This is an optimization exercise on Yosys and OpenROAD, whose aim is small area, not a production implementation.
Only simulation tests tie the RTL to the original design; equivalence was not proved.
Power figures rest on the tool's default switching activity, not on a simulated workload.

[flow/config.mk]
export PLATFORM = sky130hd
export DESIGN_NAME = cpu_id_ex_top
export DESIGN_NICKNAME = cpu_id_ex_top
export VERILOG_FILES = /design/flow/design.v
export SDC_FILE = /design/flow/constraint.sdc
export NUM_CORES = 4
export LEC_CHECK = 0
export CAP_MARGIN = 20
export CORE_MARGIN = 2
export CORE_UTILIZATION = 40
export SLEW_MARGIN = 20
[flow/constraint.sdc]
create_clock -name core_clock -period 9.5 [get_ports {clk}]
set_input_delay 1.9000 -clock core_clock [delete_from_list [all_inputs] [get_ports {clk}]]
set_output_delay 1.9000 -clock core_clock [all_outputs]
set_load 0.01 [all_outputs]
[flow/design.v]
package mips_pkg;
    localparam int REG_ADDR_W = 5;
    localparam int NUM_REGS   = 32;
    localparam int LINK_REG   = 31;            
    localparam int OPCODE_W  = 6;
    localparam int FUNCT_W   = 6;
    localparam int SHAMT_W   = 5;
    localparam int IMM_W     = 16;
    localparam int TARGET_W  = 26;
    localparam int OP_LSB    = 26;
    localparam int RS_LSB    = 21;
    localparam int RT_LSB    = 16;
    localparam int RD_LSB    = 11;
    localparam int SHAMT_LSB = 6;
    localparam int FUNCT_LSB = 0;
    localparam int IMM_LSB   = 0;
    typedef enum logic [OPCODE_W-1:0] {
        OP_RTYPE = 6'h00,
        OP_J     = 6'h02,
        OP_JAL   = 6'h03,
        OP_BEQ   = 6'h04,
        OP_BNE   = 6'h05,
        OP_ADDI  = 6'h08,
        OP_ADDIU = 6'h09,
        OP_SLTI  = 6'h0a,
        OP_ANDI  = 6'h0c,
        OP_ORI   = 6'h0d,
        OP_XORI  = 6'h0e,
        OP_LUI   = 6'h0f,
        OP_LW    = 6'h23,
        OP_SW    = 6'h2b
    } opcode_t;
    typedef enum logic [FUNCT_W-1:0] {
        F_SLL  = 6'h00,
        F_SRL  = 6'h02,
        F_SRA  = 6'h03,
        F_ADD  = 6'h20,
        F_ADDU = 6'h21,
        F_SUB  = 6'h22,
        F_SUBU = 6'h23,
        F_AND  = 6'h24,
        F_OR   = 6'h25,
        F_XOR  = 6'h26,
        F_NOR  = 6'h27,
        F_SLT  = 6'h2a,
        F_SLTU = 6'h2b
    } funct_t;
    typedef enum logic [3:0] {
        ALU_ADD, ALU_SUB, ALU_AND, ALU_OR, ALU_XOR, ALU_NOR,
        ALU_SLT, ALU_SLTU, ALU_SLL, ALU_SRL, ALU_SRA, ALU_LUI
    } alu_op_t;
endpackage
`timescale 1ns/1ns
module reg_file (
    input  logic                            clk,
    input  logic                            rst,
    input  logic [mips_pkg::REG_ADDR_W-1:0] rs_addr,
    input  logic [mips_pkg::REG_ADDR_W-1:0] rt_addr,
    input  logic [mips_pkg::REG_ADDR_W-1:0] wb_addr,
    input  logic                            wb_en,
    input  logic [31:0]                     wb_data,
    output logic [31:0]                     rs_data,
    output logic [31:0]                     rt_data
);
    logic [31:0] regs [1:mips_pkg::NUM_REGS-1];    
    function automatic logic [31:0] read_port(input logic [mips_pkg::REG_ADDR_W-1:0] addr);
        logic [31:0] value;
        if (addr == '0) begin
            value = '0;
        end else if (wb_en && (wb_addr == addr)) begin
            value = wb_data;                        
        end else begin
            value = regs[addr];
        end
        read_port = value;
    endfunction
    always_ff @(posedge clk) begin
        if (rst) begin
            for (int i = 1; i < mips_pkg::NUM_REGS; i++) begin
                regs[i] <= '0;
            end
        end else if (wb_en && (wb_addr != '0)) begin
            regs[wb_addr] <= wb_data;
        end
    end
    always_comb begin
        rs_data = read_port(rs_addr);
        rt_data = read_port(rt_addr);
    end
endmodule
`timescale 1ns/1ns
module id_decode (
    input  logic [31:0]                     instruction,
    input  logic [31:0]                     pc,
    input  logic [31:0]                     rs_data,
    input  logic [31:0]                     rt_data,
    output logic [mips_pkg::REG_ADDR_W-1:0] rs_addr,
    output logic [mips_pkg::REG_ADDR_W-1:0] rt_addr,
    output logic [31:0]                           id_bus_instruction,
    output logic [31:0]                           id_bus_shift_amount,
    output logic [31:0]                           id_bus_immediate,
    output logic [31:0]                           id_bus_op_a,
    output logic [31:0]                           id_bus_op_b,
    output mips_pkg::alu_op_t                     id_bus_alu_op,
    output logic [mips_pkg::REG_ADDR_W-1:0]       id_bus_write_addr,
    output logic                                  id_bus_reg_write,
    output logic                                  id_bus_mem_write,
    output logic                                  id_bus_a_use_shamt,
    output logic                                  id_bus_mem_to_reg,
    output logic                                  id_bus_b_use_imm,
    output logic                                  id_bus_undefined,
    input  logic [mips_pkg::REG_ADDR_W-1:0]       ex_bus_write_addr,
    input  logic                                  ex_bus_mem_to_reg,
    output logic                            stall,
    output logic                            branch_taken,
    output logic [31:0]                     branch_target
);
    mips_pkg::opcode_t               opcode;
    mips_pkg::funct_t                funct;
    logic [mips_pkg::REG_ADDR_W-1:0] rd;
    logic [mips_pkg::SHAMT_W-1:0]    shamt;
    logic [mips_pkg::IMM_W-1:0]      imm16;
    logic [31:0]                     imm_sext;
    logic [31:0]                     imm_zext;
    logic [31:0]                     pc_plus4;
    logic [31:0]                     branch_addr;
    logic [31:0]                     jump_addr;
    logic                            uses_rs;
    logic                            uses_rt;
    logic                            take;
    logic                            load_hit;
    assign opcode   = mips_pkg::opcode_t'(instruction[mips_pkg::OP_LSB +: mips_pkg::OPCODE_W]);
    assign funct    = mips_pkg::funct_t'(instruction[mips_pkg::FUNCT_LSB +: mips_pkg::FUNCT_W]);
    assign rs_addr  = instruction[mips_pkg::RS_LSB +: mips_pkg::REG_ADDR_W];
    assign rt_addr  = instruction[mips_pkg::RT_LSB +: mips_pkg::REG_ADDR_W];
    assign rd       = instruction[mips_pkg::RD_LSB +: mips_pkg::REG_ADDR_W];
    assign shamt    = instruction[mips_pkg::SHAMT_LSB +: mips_pkg::SHAMT_W];
    assign imm16    = instruction[mips_pkg::IMM_LSB +: mips_pkg::IMM_W];
    assign imm_sext = {{(32 - mips_pkg::IMM_W){imm16[mips_pkg::IMM_W-1]}}, imm16};
    assign imm_zext = {{(32 - mips_pkg::IMM_W){1'b0}}, imm16};
    assign pc_plus4 = pc + 32'd4;
    assign branch_addr = pc_plus4 + {imm_sext[29:0], 2'b00};
    assign jump_addr   = {pc_plus4[31:28], instruction[mips_pkg::TARGET_W-1:0], 2'b00};
    always_comb begin
        id_bus_instruction  = instruction;
        id_bus_shift_amount = {{(32 - mips_pkg::SHAMT_W){1'b0}}, shamt};
        id_bus_immediate    = imm_sext;
        id_bus_op_a         = rs_data;
        id_bus_op_b         = rt_data;
        id_bus_alu_op       = mips_pkg::ALU_ADD;
        id_bus_write_addr   = '0;
        id_bus_reg_write    = 1'b0;
        id_bus_mem_write    = 1'b0;
        id_bus_a_use_shamt  = 1'b0;
        id_bus_mem_to_reg   = 1'b0;
        id_bus_b_use_imm    = 1'b0;
        id_bus_undefined    = 1'b0;
        uses_rs       = 1'b1;
        uses_rt       = 1'b0;
        take          = 1'b0;
        branch_target = branch_addr;
        case (opcode)
            mips_pkg::OP_RTYPE: begin
                uses_rt           = 1'b1;
                id_bus_reg_write  = 1'b1;
                id_bus_write_addr = rd;
                case (funct)
                    mips_pkg::F_ADD, mips_pkg::F_ADDU: id_bus_alu_op = mips_pkg::ALU_ADD;
                    mips_pkg::F_SUB, mips_pkg::F_SUBU: id_bus_alu_op = mips_pkg::ALU_SUB;
                    mips_pkg::F_AND:  id_bus_alu_op = mips_pkg::ALU_AND;
                    mips_pkg::F_OR:   id_bus_alu_op = mips_pkg::ALU_OR;
                    mips_pkg::F_XOR:  id_bus_alu_op = mips_pkg::ALU_XOR;
                    mips_pkg::F_NOR:  id_bus_alu_op = mips_pkg::ALU_NOR;
                    mips_pkg::F_SLT:  id_bus_alu_op = mips_pkg::ALU_SLT;
                    mips_pkg::F_SLTU: id_bus_alu_op = mips_pkg::ALU_SLTU;
                    mips_pkg::F_SLL, mips_pkg::F_SRL, mips_pkg::F_SRA: begin
                        uses_rs            = 1'b0;       
                        id_bus_a_use_shamt = 1'b1;
                        id_bus_alu_op      = (funct == mips_pkg::F_SLL) ? mips_pkg::ALU_SLL :
                                             (funct == mips_pkg::F_SRL) ? mips_pkg::ALU_SRL :
                                                                          mips_pkg::ALU_SRA;
                    end
                    default: begin
                        uses_rs           = 1'b0;
                        uses_rt           = 1'b0;
                        id_bus_reg_write  = 1'b0;
                        id_bus_write_addr = '0;
                        id_bus_undefined  = 1'b1;
                    end
                endcase
            end
            mips_pkg::OP_ADDI, mips_pkg::OP_ADDIU, mips_pkg::OP_SLTI,
            mips_pkg::OP_ANDI, mips_pkg::OP_ORI, mips_pkg::OP_XORI, mips_pkg::OP_LUI: begin
                id_bus_reg_write  = 1'b1;
                id_bus_write_addr = rt_addr;
                id_bus_b_use_imm  = 1'b1;
                case (opcode)
                    mips_pkg::OP_SLTI: id_bus_alu_op = mips_pkg::ALU_SLT;
                    mips_pkg::OP_ANDI: id_bus_alu_op = mips_pkg::ALU_AND;
                    mips_pkg::OP_ORI:  id_bus_alu_op = mips_pkg::ALU_OR;
                    mips_pkg::OP_XORI: id_bus_alu_op = mips_pkg::ALU_XOR;
                    mips_pkg::OP_LUI: begin
                        uses_rs       = 1'b0;
                        id_bus_alu_op = mips_pkg::ALU_LUI;
                    end
                    default: id_bus_alu_op = mips_pkg::ALU_ADD;
                endcase
                if ((opcode == mips_pkg::OP_ANDI) || (opcode == mips_pkg::OP_ORI) ||
                    (opcode == mips_pkg::OP_XORI) || (opcode == mips_pkg::OP_LUI)) begin
                    id_bus_immediate = imm_zext;
                end
            end
            mips_pkg::OP_LW: begin
                id_bus_reg_write  = 1'b1;
                id_bus_mem_to_reg = 1'b1;
                id_bus_write_addr = rt_addr;
                id_bus_b_use_imm  = 1'b1;
            end
            mips_pkg::OP_SW: begin
                uses_rt          = 1'b1;                 
                id_bus_mem_write = 1'b1;
                id_bus_b_use_imm = 1'b1;
            end
            mips_pkg::OP_BEQ, mips_pkg::OP_BNE: begin
                uses_rt       = 1'b1;
                id_bus_alu_op = mips_pkg::ALU_SUB;
                take = (rs_data == rt_data) ^ (opcode == mips_pkg::OP_BNE);
            end
            mips_pkg::OP_J, mips_pkg::OP_JAL: begin
                uses_rs       = 1'b0;
                take          = 1'b1;
                branch_target = jump_addr;
                if (opcode == mips_pkg::OP_JAL) begin
                    id_bus_op_a       = pc_plus4;        
                    id_bus_op_b       = '0;
                    id_bus_reg_write  = 1'b1;
                    id_bus_write_addr = mips_pkg::REG_ADDR_W'(mips_pkg::LINK_REG);
                end
            end
            default: begin
                uses_rs          = 1'b0;
                id_bus_undefined = 1'b1;
            end
        endcase
    end
    assign load_hit = ex_bus_mem_to_reg && (ex_bus_write_addr != '0);
    assign stall    = load_hit && ((uses_rs && (ex_bus_write_addr == rs_addr)) ||
                                   (uses_rt && (ex_bus_write_addr == rt_addr)));
    assign branch_taken = take && !stall;
endmodule
`timescale 1ns/1ns
module id_ex_regs (
    input  logic  clk,
    input  logic  rst,
    input  logic  cpu_en,
    input  logic  stall,
    input  logic [31:0]                           id_bus_instruction,
    input  logic [31:0]                           id_bus_shift_amount,
    input  logic [31:0]                           id_bus_immediate,
    input  logic [31:0]                           id_bus_op_a,
    input  logic [31:0]                           id_bus_op_b,
    input  mips_pkg::alu_op_t                     id_bus_alu_op,
    input  logic [mips_pkg::REG_ADDR_W-1:0]       id_bus_write_addr,
    input  logic                                  id_bus_reg_write,
    input  logic                                  id_bus_mem_write,
    input  logic                                  id_bus_a_use_shamt,
    input  logic                                  id_bus_mem_to_reg,
    input  logic                                  id_bus_b_use_imm,
    input  logic                                  id_bus_undefined,
    output logic [31:0]                           ex_bus_instruction,
    output logic [31:0]                           ex_bus_shift_amount,
    output logic [31:0]                           ex_bus_immediate,
    output logic [31:0]                           ex_bus_op_a,
    output logic [31:0]                           ex_bus_op_b,
    output mips_pkg::alu_op_t                     ex_bus_alu_op,
    output logic [mips_pkg::REG_ADDR_W-1:0]       ex_bus_write_addr,
    output logic                                  ex_bus_reg_write,
    output logic                                  ex_bus_mem_write,
    output logic                                  ex_bus_a_use_shamt,
    output logic                                  ex_bus_mem_to_reg,
    output logic                                  ex_bus_b_use_imm,
    output logic                                  ex_bus_undefined
);
    always_ff @(posedge clk) begin
        if (cpu_en) begin
            if (rst || stall) begin
                ex_bus_instruction  <= '0;
                ex_bus_shift_amount <= '0;
                ex_bus_immediate    <= '0;
                ex_bus_op_a         <= '0;
                ex_bus_op_b         <= '0;
                ex_bus_alu_op       <= mips_pkg::ALU_ADD;
                ex_bus_write_addr   <= '0;
                ex_bus_reg_write    <= 1'b0;
                ex_bus_mem_write    <= 1'b0;
                ex_bus_a_use_shamt  <= 1'b0;
                ex_bus_mem_to_reg   <= 1'b0;
                ex_bus_b_use_imm    <= 1'b0;
                ex_bus_undefined    <= 1'b0;
            end else begin
                ex_bus_instruction  <= id_bus_instruction;
                ex_bus_shift_amount <= id_bus_shift_amount;
                ex_bus_immediate    <= id_bus_immediate;
                ex_bus_op_a         <= id_bus_op_a;
                ex_bus_op_b         <= id_bus_op_b;
                ex_bus_alu_op       <= id_bus_alu_op;
                ex_bus_write_addr   <= id_bus_write_addr;
                ex_bus_reg_write    <= id_bus_reg_write;
                ex_bus_mem_write    <= id_bus_mem_write;
                ex_bus_a_use_shamt  <= id_bus_a_use_shamt;
                ex_bus_mem_to_reg   <= id_bus_mem_to_reg;
                ex_bus_b_use_imm    <= id_bus_b_use_imm;
                ex_bus_undefined    <= id_bus_undefined;
            end
        end
    end
endmodule
`timescale 1ns/1ns
module ex_stage (
    input  logic [31:0]                           ex_bus_shift_amount,
    input  logic [31:0]                           ex_bus_immediate,
    input  logic [31:0]                           ex_bus_op_a,
    input  logic [31:0]                           ex_bus_op_b,
    input  mips_pkg::alu_op_t                     ex_bus_alu_op,
    input  logic                                  ex_bus_a_use_shamt,
    input  logic                                  ex_bus_b_use_imm,
    output logic [31:0] alu_result,
    output logic [31:0] store_data
);
    logic [31:0] alu_a;
    logic [31:0] alu_b;
    logic [4:0]  shift_count;
    assign alu_a       = ex_bus_a_use_shamt ? ex_bus_shift_amount : ex_bus_op_a;
    assign alu_b       = ex_bus_b_use_imm   ? ex_bus_immediate    : ex_bus_op_b;
    assign shift_count = alu_a[4:0];
    always_comb begin
        case (ex_bus_alu_op)
            mips_pkg::ALU_ADD:  alu_result = alu_a + alu_b;
            mips_pkg::ALU_SUB:  alu_result = alu_a - alu_b;
            mips_pkg::ALU_AND:  alu_result = alu_a & alu_b;
            mips_pkg::ALU_OR:   alu_result = alu_a | alu_b;
            mips_pkg::ALU_XOR:  alu_result = alu_a ^ alu_b;
            mips_pkg::ALU_NOR:  alu_result = ~(alu_a | alu_b);
            mips_pkg::ALU_SLT: begin
                alu_result = {31'd0, $signed(alu_a) < $signed(alu_b)};
            end
            mips_pkg::ALU_SLTU: begin
                alu_result = {31'd0, alu_a < alu_b};
            end
            mips_pkg::ALU_SLL:  alu_result = alu_b << shift_count;
            mips_pkg::ALU_SRL:  alu_result = alu_b >> shift_count;
            mips_pkg::ALU_SRA:  alu_result = $unsigned($signed(alu_b) >>> shift_count);
            mips_pkg::ALU_LUI:  alu_result = {alu_b[15:0], 16'd0};
            default:            alu_result = alu_a + alu_b;
        endcase
    end
    assign store_data = ex_bus_op_b;
endmodule
`timescale 1ns/1ns
module cpu_id_ex_top (
    input  logic                            clk,
    input  logic                            rst,
    input  logic                            cpu_en,
    input  logic [31:0]                     id_instruction,
    input  logic [31:0]                     id_pc,
    input  logic                            wb_en,
    input  logic [mips_pkg::REG_ADDR_W-1:0] wb_addr,
    input  logic [31:0]                     wb_data,
    output logic                            stall,
    output logic                            branch_taken,
    output logic [31:0]                     branch_target,
    output logic [31:0]                     ex_alu_result,
    output logic [31:0]                     ex_store_data,
    output logic [mips_pkg::REG_ADDR_W-1:0] ex_write_addr,
    output logic                            ex_reg_write,
    output logic                            ex_mem_write,
    output logic                            ex_mem_to_reg,
    output logic                            ex_undefined
);
    logic [mips_pkg::REG_ADDR_W-1:0] rs_addr;
    logic [mips_pkg::REG_ADDR_W-1:0] rt_addr;
    logic [31:0]                     rs_data;
    logic [31:0]                     rt_data;
    logic [31:0]                           id_bus_instruction;
    logic [31:0]                           id_bus_shift_amount;
    logic [31:0]                           id_bus_immediate;
    logic [31:0]                           id_bus_op_a;
    logic [31:0]                           id_bus_op_b;
    mips_pkg::alu_op_t                     id_bus_alu_op;
    logic [mips_pkg::REG_ADDR_W-1:0]       id_bus_write_addr;
    logic                                  id_bus_reg_write;
    logic                                  id_bus_mem_write;
    logic                                  id_bus_a_use_shamt;
    logic                                  id_bus_mem_to_reg;
    logic                                  id_bus_b_use_imm;
    logic                                  id_bus_undefined;
    logic [31:0]                           ex_bus_instruction;
    logic [31:0]                           ex_bus_shift_amount;
    logic [31:0]                           ex_bus_immediate;
    logic [31:0]                           ex_bus_op_a;
    logic [31:0]                           ex_bus_op_b;
    mips_pkg::alu_op_t                     ex_bus_alu_op;
    logic [mips_pkg::REG_ADDR_W-1:0]       ex_bus_write_addr;
    logic                                  ex_bus_reg_write;
    logic                                  ex_bus_mem_write;
    logic                                  ex_bus_a_use_shamt;
    logic                                  ex_bus_mem_to_reg;
    logic                                  ex_bus_b_use_imm;
    logic                                  ex_bus_undefined;
    reg_file i_reg_file (
        .clk, .rst, .rs_addr, .rt_addr, .wb_addr, .wb_en, .wb_data, .rs_data, .rt_data
    );
    id_decode i_id_decode (
        .instruction (id_instruction),
        .pc          (id_pc),
        .rs_data, .rt_data, .rs_addr, .rt_addr,
        .id_bus_instruction, .id_bus_shift_amount, .id_bus_immediate, .id_bus_op_a, .id_bus_op_b, .id_bus_alu_op, .id_bus_write_addr, .id_bus_reg_write, .id_bus_mem_write, .id_bus_a_use_shamt, .id_bus_mem_to_reg, .id_bus_b_use_imm, .id_bus_undefined,
        .ex_bus_write_addr, .ex_bus_mem_to_reg,
        .stall, .branch_taken, .branch_target
    );
    id_ex_regs i_id_ex_regs (
        .clk, .rst, .cpu_en, .stall,
        .id_bus_instruction, .id_bus_shift_amount, .id_bus_immediate, .id_bus_op_a, .id_bus_op_b, .id_bus_alu_op, .id_bus_write_addr, .id_bus_reg_write, .id_bus_mem_write, .id_bus_a_use_shamt, .id_bus_mem_to_reg, .id_bus_b_use_imm, .id_bus_undefined,
        .ex_bus_instruction, .ex_bus_shift_amount, .ex_bus_immediate, .ex_bus_op_a, .ex_bus_op_b, .ex_bus_alu_op, .ex_bus_write_addr, .ex_bus_reg_write, .ex_bus_mem_write, .ex_bus_a_use_shamt, .ex_bus_mem_to_reg, .ex_bus_b_use_imm, .ex_bus_undefined
    );
    ex_stage i_ex_stage (
        .ex_bus_shift_amount, .ex_bus_immediate, .ex_bus_op_a, .ex_bus_op_b,
        .ex_bus_alu_op, .ex_bus_a_use_shamt, .ex_bus_b_use_imm,
        .alu_result (ex_alu_result),
        .store_data (ex_store_data)
    );
    assign ex_write_addr = ex_bus_write_addr;
    assign ex_reg_write  = ex_bus_reg_write;
    assign ex_mem_write  = ex_bus_mem_write;
    assign ex_mem_to_reg = ex_bus_mem_to_reg;
    assign ex_undefined  = ex_bus_undefined;
endmodule
[flow/run.sh]
#!/bin/bash
# synth_recipe.tcl (not shown) runs the flow's synth.tcl, then flattens the netlist and writes it again
# the make line also repeats each setting of config.mk as NAME=value (left out here)
make -C /OpenROAD-flow-scripts/flow DESIGN_CONFIG=/design/flow/config.mk WORK_HOME=/design/flow/orfs CLKGATE_MAP_FILE= SYNTH_SCRIPT=/design/flow/synth_recipe.tcl finish
==> flow_metrics.tcl <==
set metrics [dict create \
    final_cell_mix "1120 x edfxtp_1, 1029 x and2_1, 484 x mux4_2" \
    ant_nets 0 \
    synth.avg_cell_area_sq_um 12.2 \
    critPathCapture "branch_taken" \
    cp.required_ns 7.60 \
    critPathMaxFanout 22 \
    slew_headroom_pct 20.8 \
    reg2reg_to "i_id_ex_regs.ex_bus_reg_write" \
    syn2layout_area_growth_pct 13.1 \
    wl_per_cell_um 36.7 \
    cts-root-buf "clkbuf_16" \
    criticalPathCategory "in2out" \
    antenna_found_initial 36 \
    die_h_um 425 \
    netlist_area_sq_mm 0.0709 \
    min_period_ns 9.35 \
    h-tree-depth 3 \
    vias_per_cell 6.64 \
    top_register "i_reg_file.regs" \
    drive_above_1_share_pct 18.5 \
    grt_use_met3_pct 10.6 \
    cts_buffer_depth 3 \
    max_freq_mhz 107 \
    finalCritPeriodShare_pct 98.4 \
    reg_top3 "i_reg_file.regs: 1024 flops, i_id_ex_regs.ex_bus_op_a: 32 flops, i_id_ex_regs.ex_bus_op_b: 32 flops" \
    cts_tree "done" \
    cap_violations 0 \
    grt_pass1_wl_um 423000 \
    fin_skew_ns 0.0698 \
    core_sq_mm 0.176 \
    r2r_cells 7 \
    p_total_uw 13600 \
    synth_cell_type_count 93 \
    clock_sinks 1120 \
    post-dp-hpwl_um 197000 \
    crit_path_max_incr_delay_ns 0.78 \
    synth_flop_cell "edfxtp_1" \
    maxSlewViolCount 0 \
    grt_use_met1_pct 44.6 \
    hold_violations 0 \
    drc_errors 0 \
    critPathArrivalTime_ns 7.45 \
    critPathBufInv 3 \
    drt-total-wl_um 308000 \
    rows 154 \
    grt_util_met2_pct 48.8 \
    dp_cells 8144 \
    reg2reg_from "i_id_ex_regs.ex_bus_write_addr[2]" \
    clk_pin_slew_ns 0.06 \
    crit_start "wb_addr[3]" \
    status "timing/DRC/antenna clean" \
    cp.depth 14 \
    final_common_cell "edfxtp_1" \
    irDropWorstVdd_v 0.000190 \
    rrSetupSlack_ns 5.95 \
    drt-initial-drc-count 10300 \
    p_leak_uw 0.0287 \
    stdcell_count 8382 \
    synth_cells 5807 \
    rsz0062_at_grt "false" \
    overflow 0 \
    path_cells "clkdlybuf4s50_1 -> xnor2_1 -> nand4_1 -> or2_2 -> a21oi_1 -> xnor2_1 -> nor4_1 -> nand4_1 -> nor4_2 -> buf_4 -> xor2_1 -> a21oi_1 -> nor3_2 -> clkdlybuf4s50_1" \
    die_area_sq_mm 0.181 \
    async_reset_ff_share_pct 0 \
    yosysSeqAreaShare_pct 47.5 \
    grt_max_degree 101 \
    crit_path_end_kind "output port" \
    grt_use_total_pct 33.4 \
    worst_pin_slew_ns 1.18 \
    hold_buffers 0 \
    start_kind "primary input" \
    port_buffers 211 \
    place_congestion 0.965 \
    hp-class "reg2reg" \
    pin_count 212 \
    die_w_um 425 \
    grt_pass1_vias 53000 \
    synth-edff-count 1120 \
    clk_latency_ns 0.78 \
    ctsResizeCount 0 \
    vias 55700 \
    largest_reg_flops 1024 \
    cts_setup_buffers 0 \
    start_util_pct 40.2 \
    dr.pass1.iters 8 \
    cellPowerDensity_mw_per_mm2 170 \
    slowest_stage "or2_2" \
    yosysWarnings 4 \
    cpLargestDelayFamily "simple AND/OR/NAND/NOR gates" \
    setup_viol 0 \
    nets 6158 \
    synth_seq_cells 1120 \
    top_usage_layer "met2" \
    fin_tns_setup_ns 0 \
    numCtsBuffers 118 \
]
kinds of logic after synthesis:
family / after synthesis / share of synthesized area [%]
compound gates: 968 / 9.10
fa+ha+maj: 130 / 2.32
xor+xnor: 110 / 1.36
flops: 1120 / 47.5
other cells: 1 / 0.00529
buf+inv: 659 / 4.17
simple gates: 2021 / 15.7
mux: 798 / 19.9
cells in the mapped netlist (17+ instances only):
master,number,share of area [%]
nand2b_1,29,0.26
nand3_1,57,0.40
buf_2,60,0.42
a221oi_1,29,0.36
a21o_1,30,0.32
nor2b_1,48,0.42
ha_1,126,2.2
a21oi_1,249,1.8
o21ai_0,168,1.2
clkbuf_1,378,2.0
o22ai_1,60,0.53
edfxtp_1,1120,47
buf_4,37,0.39
nor3_1,58,0.41
mux2i_1,267,3.8
o221ai_1,45,0.56
buf_1,27,0.14
a22oi_1,55,0.58
buf_6,26,0.41
nor4_1,24,0.21
and3_1,32,0.28
or3_1,19,0.17
inv_1,119,0.63
nand2_1,272,1.4
and2_1,1030,9.1
o31ai_1,20,0.21
mux2_2,45,0.72
or2_2,39,0.34
xnor2_1,64,0.79
xor2_1,46,0.57
a221o_1,17,0.24
o21bai_1,24,0.25
o211ai_1,24,0.25
a211oi_1,69,0.73
nor2_1,336,1.8
a22o_1,17,0.21
a31oi_1,26,0.23
mux4_2,484,15
per-layer routing:
layer / part of all wire [%] / wire, um / vias up
li1: - / - / 22200
met1: 37 / 112000 / 28000
met2: 43 / 132000 / 4633
met3: 15 / 44900 / 886
met4: 6.1 / 18700 / 14
met5: 0.036 / 112 / -
worst min path at each step:
stage / depth (start not counted) / endpoint / start / slack (ns)
3_5_place_dp: 4 / i_id_ex_regs.ex_bus_op_b[9] / i_reg_file.regs[3][9] / 1.10
6_report: 5 / i_id_ex_regs.ex_bus_op_b[15] / i_reg_file.regs[14][15] / 1.15
4_1_cts: 5 / i_id_ex_regs.ex_bus_op_b[15] / i_reg_file.regs[14][15] / 1.14
3_3_place_gp: 4 / i_id_ex_regs.ex_bus_op_b[9] / i_reg_file.regs[2][9] / 1.10
2_1_floorplan: 6 / i_id_ex_regs.ex_bus_op_b[12] / i_reg_file.regs[20][12] / 0.88
5_1_grt: 5 / i_id_ex_regs.ex_bus_op_b[15] / i_reg_file.regs[8][15] / 1.19
through the flow:
step / cell area [sq um] / hold WS [ns] / setup WS, ns / util [%]
after floorplan: 71000 / 0.883 / 2.30 / -
after global placement: 76400 / 1.10 / 0.484 / 43.4
after detailed placement: 76400 / 1.10 / 0.413 / 43.4
after CTS: 80100 / 1.14 / 0.397 / 45.5
after global routing: 80100 / 1.19 / 0.159 / 45.5
final: 80200 / 1.15 / 0.152 / 45.5
power by group:
group          leakage (uW)  switching [uW]  internal [uW]
clock network       0.00184            2080           2580
registers            0.0107             166           5730
logic                0.0161            1890           1160
worst reg2reg max path: cells and delay by family, from the launching register on:
family	cells	cell delay (ns)
xor+xnor	1	0.19
flops	1	0.50
simple gates	4	1.58
compound gates	2	1.03
area by class of cell:
type                    count  area [sq um]
clock inverters            81           709
well taps                2340          2930
fillers                 16000         95900
inverters                 126           474
multi-input cells        4059         34800
repair buffers            499          4560
clock buffers             136          3040
flip-flops and latches   1120         33600
diodes                     21          52.6

what the ideal ports hide:
Ports are ideal in the flow. The routed layout listed here was re-timed in OpenROAD. Step 1, drivers: a clkbuf_16 drives clk and a buf_2 each remaining input, both assumed. Step 2 times the ports against the registers' clock, not the clock port: input delays grow and output delays shrink by t, the midpoint of the rising clock arrivals with the driver on. Three values: no drivers, after step 1, after step 2; two values: the first two.
shift t [ns]: 0.829
setup slack, ns: 0.152 / 0.128 / 0.128
clock arrival spread, ns: 0.074 / 0.074
worst slew at a driven data input, ns: 0.15
After both steps this run still meets setup and hold. For this run, drivers alone change the setup slack by -0.024 ns; drivers and shift together by -0.024 ns.
